From an optimization exercise on the open Yosys and OpenROAD flow, aimed at small area, a short achievable clock period and few clock cycles per item; shortcuts taken in it are not production practice.
RTL that was checked went through simulation tests only; none was proved equivalent to the original.
Power is estimated from default activity; no workload was simulated.

== run X ==
Design fusion_blend_v2, start of the top module:
module fusion_blend_v2
#(
  parameter int PIXELS_PER_BEAT = 16,
  parameter int PIX_W           = 8,
  parameter int WGT_W           = 8,
  parameter int IMAGE_DIM       = 512
) (
  input  logic                             clk,
  input  logic                             rst,
  input  logic [1:0]                       mode,
  input  logic                             in_valid,
  output logic                             in_ready,
  input  logic [PIX_W*PIXELS_PER_BEAT-1:0] old_frame,
  input  logic [PIX_W*PIXELS_PER_BEAT-1:0] new_frame,
  input  logic [WGT_W*PIXELS_PER_BEAT-1:0] weight,
  output logic                             out_valid,
  input  logic                             out_ready,
  output logic [PIX_W*PIXELS_PER_BEAT-1:0] fused_frame,
  output logic                             out_last,
  output logic                             frame_done
);
Size: ~4800 cells after synthesis, ~590 flip-flops, ~55000 µm² of cells after synthesis.
Settings: LEC_CHECK=0, CAP_MARGIN=5, CORE_MARGIN=2, CORE_UTILIZATION=70, CTS_BUF_LIST=sky130_fd_sc_hd__clkbuf_8, CTS_CLUSTER_SIZE=30, PLACE_DENSITY=0.76, SETUP_SLACK_MARGIN=2.8, SLEW_MARGIN=5; clock period 5.5 ns.
standard.sh (not shown) runs the stock make flow with config.mk's settings and CLKGATE_MAP_FILE= SYNTH_SCRIPT=/design/flow/synth_recipe.tcl, a recipe that flattens the netlist after the stock synthesis.
==> flow/flow/run.sh <==
#!/bin/bash
# Own layout flow: the standard layout (standard.sh, unchanged synthesis and steps), with
# the port buffers that global placement inserts made plain buffers instead of the default
# delay-buffer cell. Every input and output port still gets its own buffer.
set -euo pipefail
export BUFFER_PORTS_ARGS="-buffer_cell sky130_fd_sc_hd__buf_2"
bash standard.sh > standard.log 2>&1
Testbench counts of run X, summed over its fixed seeds: cycles 65,548, items 65,536.
Setup changes, run X to run P
# run X
export LEC_CHECK = 0
export CAP_MARGIN = 5
export CORE_MARGIN = 2
export CORE_UTILIZATION = 70
export CTS_BUF_LIST = sky130_fd_sc_hd__clkbuf_8
export CTS_CLUSTER_SIZE = 30
export PLACE_DENSITY = 0.76
export SETUP_SLACK_MARGIN = 2.8
export SLEW_MARGIN = 5
create_clock -name core_clock -period 5.5 [get_ports {clk}]
# run P
export LEC_CHECK = 0
export CAP_MARGIN = 20
export CORE_MARGIN = 2
export CORE_UTILIZATION = 65
export CTS_BUF_LIST = sky130_fd_sc_hd__clkbuf_4
export CTS_CLUSTER_SIZE = 40
export PLACE_DENSITY = 0.72
export SETUP_SLACK_MARGIN = 2.6
export SLEW_MARGIN = 20
create_clock -name core_clock -period 5.5 [get_ports {clk}]
Clock-buffer cell count: run P higher than run X. Run comparison: run X kind of path behind the tightest hold check register to register; run P kind of path behind the tightest hold check input port to register. Total power (run P over run X): decrease, 3.9%. Run P vs run X, worst setup slack went down by 91 ps. Run X -> run P: area of placed instances flat. On final cell area excluding filler cells, run P does better than run X. Status: static leakage parity (run P, run X). Worst max-slew margin expressed relative to the limit delta for run P relative to run X: 6.1 points higher. Taking run X as the reference, in run P worst setup slack after placement barely changed; global-route usage dropped 2.0 points. Run X ended up with g_lane[13].u_lane.r77 as its launch point of the worst path; run P ended up with g_lane[8].u_lane.r94.

* * *

Another version of the RTL of fusion_blend_v2 (not shown whole).
Size: about 470 flip-flops, roughly 520 I/O pins, ~52,000 um^2 of cells after synthesis.
make LEC_CHECK=0 CAP_MARGIN=20 CORE_MARGIN=2 CORE_UTILIZATION=40 SETUP_SLACK_MARGIN=1.0 SLEW_MARGIN=20 finish   # period 5.5 ns
run.sh (not shown) runs the stock make flow with config.mk's settings and CLKGATE_MAP_FILE= SYNTH_SCRIPT=/design/flow/synth_recipe.tcl, a recipe that flattens the netlist after the stock synthesis.
Stock flow here: none of the scripts above is used.
Rerun with:
==> flow/flow/run.sh (new file) <==
#!/bin/bash
# Own layout flow: the standard layout (standard.sh, unchanged synthesis and steps), with
# the port buffers that global placement inserts made plain buffers instead of the default
# delay-buffer cell. Every input and output port still gets its own buffer.
set -euo pipefail
export BUFFER_PORTS_ARGS="-buffer_cell sky130_fd_sc_hd__buf_2"
bash standard.sh > standard.log 2>&1
==> flow/standard.sh (new file) <==
#!/bin/bash
# synth_recipe.tcl (not shown) runs the flow's synth.tcl, then flattens the netlist and writes it again
# the make line also repeats each setting of config.mk as NAME=value (left out here)
make -C /OpenROAD-flow-scripts/flow DESIGN_CONFIG=/design/flow/config.mk WORK_HOME=/design/flow/orfs CLKGATE_MAP_FILE= SYNTH_SCRIPT=/design/flow/synth_recipe.tcl "${@:-finish}"
- SETUP_SLACK_MARGIN: 1.0 -> 1.5
removed: flow/run.sh
=> Clock power went down by 5.0%; synthesized cell count stays the same; cell count went up by about 3.5%; routed wire length went up by 5.4%; register-to-register slack improved by 380 ps; core utilization went up by 0.77 points; sequential power went up by about 0.6%.
Rerun with:
- SETUP_SLACK_MARGIN: 1.5 -> 2.5
Non-clock buffer count rises by 363.
Worst setup slack improved by 12 ps.
Synthesized cell count is unchanged.
Rerun with:
==> flow/run.sh (new file) <==
#!/bin/bash
# synth_recipe.tcl (not shown) runs the flow's synth.tcl, then flattens the netlist and writes it again
# the make line also repeats each setting of config.mk as NAME=value (left out here)
make -C /OpenROAD-flow-scripts/flow DESIGN_CONFIG=/design/flow/config.mk WORK_HOME=/design/flow/orfs CLKGATE_MAP_FILE= SYNTH_SCRIPT=/design/flow/synth_recipe.tcl finish
- ABC_CLOCK_PERIOD_IN_PS: not set -> 1500
- SETUP_SLACK_MARGIN: 2.5 -> 1.0
removed: flow/flow/run.sh
removed: flow/standard.sh
Outcome: Clock-buffer cell count rises by 9. Synthesized area stays the same. Wire length falls by 16%. Combinational power falls by 18%. Global-route usage falls by 2.9 points. Worst setup slack is worse by 380 ps. Sequential share of layout area rises by 3.2 points. Register-to-register slack is worse by 320 ps. Utilization falls by 7.9 points.
Rerun with:
- ABC_CLOCK_PERIOD_IN_PS: 1500 -> not set
- SETUP_SLACK_MARGIN: 1.0 -> not set
Outcome: The changed run completed with no timing, DRC or antenna violations; routed wire length decreases slightly; via count stays flat; fmax came out lower by a few percent; clock skew is about the same; worst hold slack is worse by 12 ps; final area is lower slightly.
No functional check of the RTL was part of any run of this note.

* * *

fusion_blend_v2 with an RTL version that a note above also has.
Size: ~4800 cells after synthesis, roughly 590 flip-flops, ~520 I/O pins, ~0.055 mm² of cells after synthesis.
clock: 5.5 ns
lec_check: 0
cap_margin: 20
core_margin: 2
core_utilization: 65
place_density: 0.72
setup_slack_margin: 2.6
slew_margin: 20
standard.sh (not shown) runs the stock make flow with config.mk's settings and CLKGATE_MAP_FILE= SYNTH_SCRIPT=/design/flow/synth_recipe.tcl, a recipe that flattens the netlist after the stock synthesis.
==> flow/flow/run.sh <==
#!/bin/bash
# Own layout flow: the standard layout (standard.sh, unchanged synthesis and steps), with
# the port buffers that global placement inserts made plain buffers instead of the default
# delay-buffer cell. Every input and output port still gets its own buffer.
set -euo pipefail
export BUFFER_PORTS_ARGS="-buffer_cell sky130_fd_sc_hd__buf_2"
bash standard.sh > standard.log 2>&1
Testbench counts at the start, summed over its fixed seeds: cycles 65,548, items 65,536.
Change:
- CAP_MARGIN: 20 -> 5
- CORE_UTILIZATION: 65 -> 75
- CTS_BUF_LIST: not set -> sky130_fd_sc_hd__clkbuf_8
- CTS_CLUSTER_SIZE: not set -> 30
- PLACE_DENSITY: 0.72 -> 0.8
- SETUP_SLACK_MARGIN: 2.6 -> 2.7
- SLEW_MARGIN: 20 -> 5
After rerunning:
- worst setup slack is better by 0.046 ns
- routed wire length increases by about 1.5%
- hold slack is better by 0.014 ns

* * *

== run 1 ==
Another version of the RTL of fusion_blend_v2 (not shown whole).
Design fusion_blend_v2, start of the top module:
module fusion_blend_v2
#(
  parameter int PIXELS_PER_BEAT = 16,
  parameter int PIX_W           = 8,
  parameter int WGT_W           = 8,
  parameter int IMAGE_DIM       = 512
) (
  input  logic                             clk,
  input  logic                             rst,
  input  logic [1:0]                       mode,
  input  logic                             in_valid,
  output logic                             in_ready,
  input  logic [PIX_W*PIXELS_PER_BEAT-1:0] old_frame,
  input  logic [PIX_W*PIXELS_PER_BEAT-1:0] new_frame,
  input  logic [WGT_W*PIXELS_PER_BEAT-1:0] weight,
  output logic                             out_valid,
  input  logic                             out_ready,
  output logic [PIX_W*PIXELS_PER_BEAT-1:0] fused_frame,
  output logic                             out_last,
  output logic                             frame_done
);
  localparam int BPF   = fusion_pkg::beats_per_frame(IMAGE_DIM, PIXELS_PER_BEAT);
  localparam int CNT_W = fusion_pkg::cnt_width(BPF);
  localparam logic [CNT_W-1:0] LAST_IDX = CNT_W'(BPF - 1);
  localparam int NST = 2;    
  localparam bit PASSMUX = 1;
  logic             en, acc, out_hs, first_beat, is_last, hold0;
  logic             mode_ok_q, mode_ok_d, first_q, first_d, hold0_q;
  logic [NST-1:0]   v_q, last_q;
  logic             done_q;
  logic [CNT_W-1:0] cnt_q;
  assign en     = !v_q[NST-1] || out_ready;
  assign out_hs = v_q[NST-1] && out_ready;
  assign is_last = (cnt_q == LAST_IDX);
  assign first_beat = first_q;
  assign hold0      = hold0_q;
  assign in_ready   = en && !hold0;
  assign acc        = in_valid && in_ready;
  always_comb begin
    first_d   = first_q;
    mode_ok_d = mode_ok_q;
    if (in_valid && hold0) mode_ok_d = 1'b1;
    if (acc) begin
      first_d = is_last;
      if (first_beat) mode_ok_d = 1'b0;
    end
  end
  always_ff @(posedge clk) begin
    if (rst) begin
      mode_ok_q <= 1'b0;
      first_q   <= 1'b1;
      hold0_q   <= 1'b1;
      cnt_q     <= '0;
      v_q       <= '0;
      done_q    <= 1'b0;
    end else begin
      mode_ok_q <= mode_ok_d;
      first_q   <= first_d;
      hold0_q   <= first_d && !mode_ok_d;
      if (acc) cnt_q <= is_last ? '0 : cnt_q + CNT_W'(1);
      if (en) v_q <= NST'({v_q, in_valid && !hold0});
      done_q <= out_hs && last_q[NST-1];
    end
  end
  always_ff @(posedge clk)
    if (en) last_q <= NST'({last_q, is_last});
  ...
clock: 5.5 ns
lec_check: 0
cap_margin: 20
core_margin: 2
core_utilization: 65
place_density: 0.72
setup_slack_margin: 2.6
slew_margin: 20
Scripts as last shown in full above: flow/flow/run.sh
Run 1 did not stop at any stage, and its layout met the timing, DRC and antenna checks.
diff inputs: run 1 => run 2
diff --git a/flow/config.mk b/flow/config.mk
--- a/flow/config.mk
+++ b/flow/config.mk
@@ -10,3 +10,5 @@
-export CORE_UTILIZATION = 65
-export PLACE_DENSITY = 0.72
-export SETUP_SLACK_MARGIN = 2.6
+export CORE_UTILIZATION = 70
+export CTS_BUF_LIST = sky130_fd_sc_hd__clkbuf_8
+export CTS_CLUSTER_SIZE = 30
+export PLACE_DENSITY = 0.76
+export SETUP_SLACK_MARGIN = 2.7
==> comparison <==
Critical path capture point = g_lane[9].u_lane.r99: run 1; critical path capture point = g_lane[14].u_lane.r99: run 2
Run 2 | stages: all done | timing, DRC, antenna: all pass
Antenna diode count of run 2 exceeds that of run 1 by more than a quarter.
Changes observed in run 2 relative to run 1: final period demand of the worst path moved down; average wire length per cell after detail routing now sits higher; final cell area excluding filler cells neither gained nor lost much.
Number of buffers other than clock buffers in the final layout for run 2: 19 up relative to run 1
Note that the routed length on met3 recorded for run 1 amounts to 0.921 times the value seen in run 2.
Relative to run 1, run 2 degrades first-iteration DRC count.
Compared with run 1, run 2 shows a higher routed wire length on met2.
Diff run 2..run 1 | H-tree level count | unchanged
> inputs changed (run 2 -> run 3)
diff --git a/flow/config.mk b/flow/config.mk
--- a/flow/config.mk
+++ b/flow/config.mk
@@ -10,5 +10,3 @@
-export CORE_UTILIZATION = 70
-export CTS_BUF_LIST = sky130_fd_sc_hd__clkbuf_8
-export CTS_CLUSTER_SIZE = 30
-export PLACE_DENSITY = 0.76
-export SETUP_SLACK_MARGIN = 2.7
+export CORE_UTILIZATION = 65
+export PLACE_DENSITY = 0.72
+export SETUP_SLACK_MARGIN = 2.8
==> summary.txt <==
Looking at sequential portion of the cell area, run 3 sits below run 2. Per the comparison of run 3 with run 2, floorplan die width went up by about 3.7%; overall routing resource usage went down by 2.1 points; fraction of the cycle the final worst path needs went up by 1.1 points; global-route track usage on met3 went up by 0.35 points; utilization went down by 4.3 points.
Edits applied to the flow inputs when going from run 3 to run 4:
diff --git a/flow/config.mk b/flow/config.mk
--- a/flow/config.mk
+++ b/flow/config.mk
@@ -8 +8 @@
-export CAP_MARGIN = 20
+export CAP_MARGIN = 5
@@ -10,4 +10,6 @@
-export CORE_UTILIZATION = 65
-export PLACE_DENSITY = 0.72
-export SETUP_SLACK_MARGIN = 2.8
-export SLEW_MARGIN = 20
+export CORE_UTILIZATION = 70
+export CTS_BUF_LIST = sky130_fd_sc_hd__clkbuf_8
+export CTS_CLUSTER_SIZE = 30
+export PLACE_DENSITY = 0.76
+export SETUP_SLACK_MARGIN = 2.7
+export SLEW_MARGIN = 5
### Flow results
Compared with run 3, in run 4 total power saw a decrease; clock network contribution to total cell area saw a decrease; sum of buffers and inverters on the critical path saw a decrease; number of signal-net buffers in the layout saw a decrease. Lower sequential share of cell area among run 4 and run 3: run 3. Run 3 → run 4: post-placement cell count has decreased; effective utilization at floorplan grew by 5.2 points.
No run of this note included a check of the RTL's function; only the layout flow was run.

==> afterwards: timing with drivers on the ports <==
In the flow no input, the clock included, has a driving cell. The finished layouts below were timed again as built, in two steps. Step 1, drivers: a clkbuf_16 drives clk and a buf_2 each remaining input, both assumed. Step 2 moves the port delays by t, midway between the first and last clock arrival at a register: inputs arrive t later, outputs are due t later. That takes back most of the time a late clock gives input paths. Slacks: ideal ports / drivers / drivers and shift; pairs: ideal ports / drivers.
run	t (ns)	slack for setup (ns)	worst setup path after step 2	worst data-port slew with drivers (ns)	pins driven straight from the clock port
run X	0.764	2.736 / 2.736 / 2.039	input to register	0.15	1
run P	1.055	2.646 / 2.646 / 1.981	input to register	0.14	1
the first run of note 2	0.720	1.077 / 1.002 / 0.700	input to register	0.17	1
the second run of note 2	0.720	1.447 / 1.368 / 1.312	input to register	0.26	1
the third run of note 2	0.714	1.459 / 1.381 / 1.350	input to register	0.22	1
the fourth run of note 2	0.720	1.077 / 1.002 / 0.700	input to register	0.17	1
the fifth run of note 2	0.689	0.791 / 0.722 / 0.628	input to register	0.17	1
the first run of note 3	0.672	2.643 / 2.643 / 2.006	input to register	0.15	1
the second run of note 3	0.770	2.688 / 2.688 / 1.945	input to register	0.15	1
run 1	0.659	2.605 / 2.583 / 1.925	input to register	0.15	1
run 2	0.772	2.681 / 2.667 / 1.895	input to register	0.16	1
run 3	0.659	2.618 / 2.567 / 1.909	input to register	0.16	1
run 4	0.772	2.681 / 2.667 / 1.895	input to register	0.16	1
After both steps every run listed still meets setup and hold.
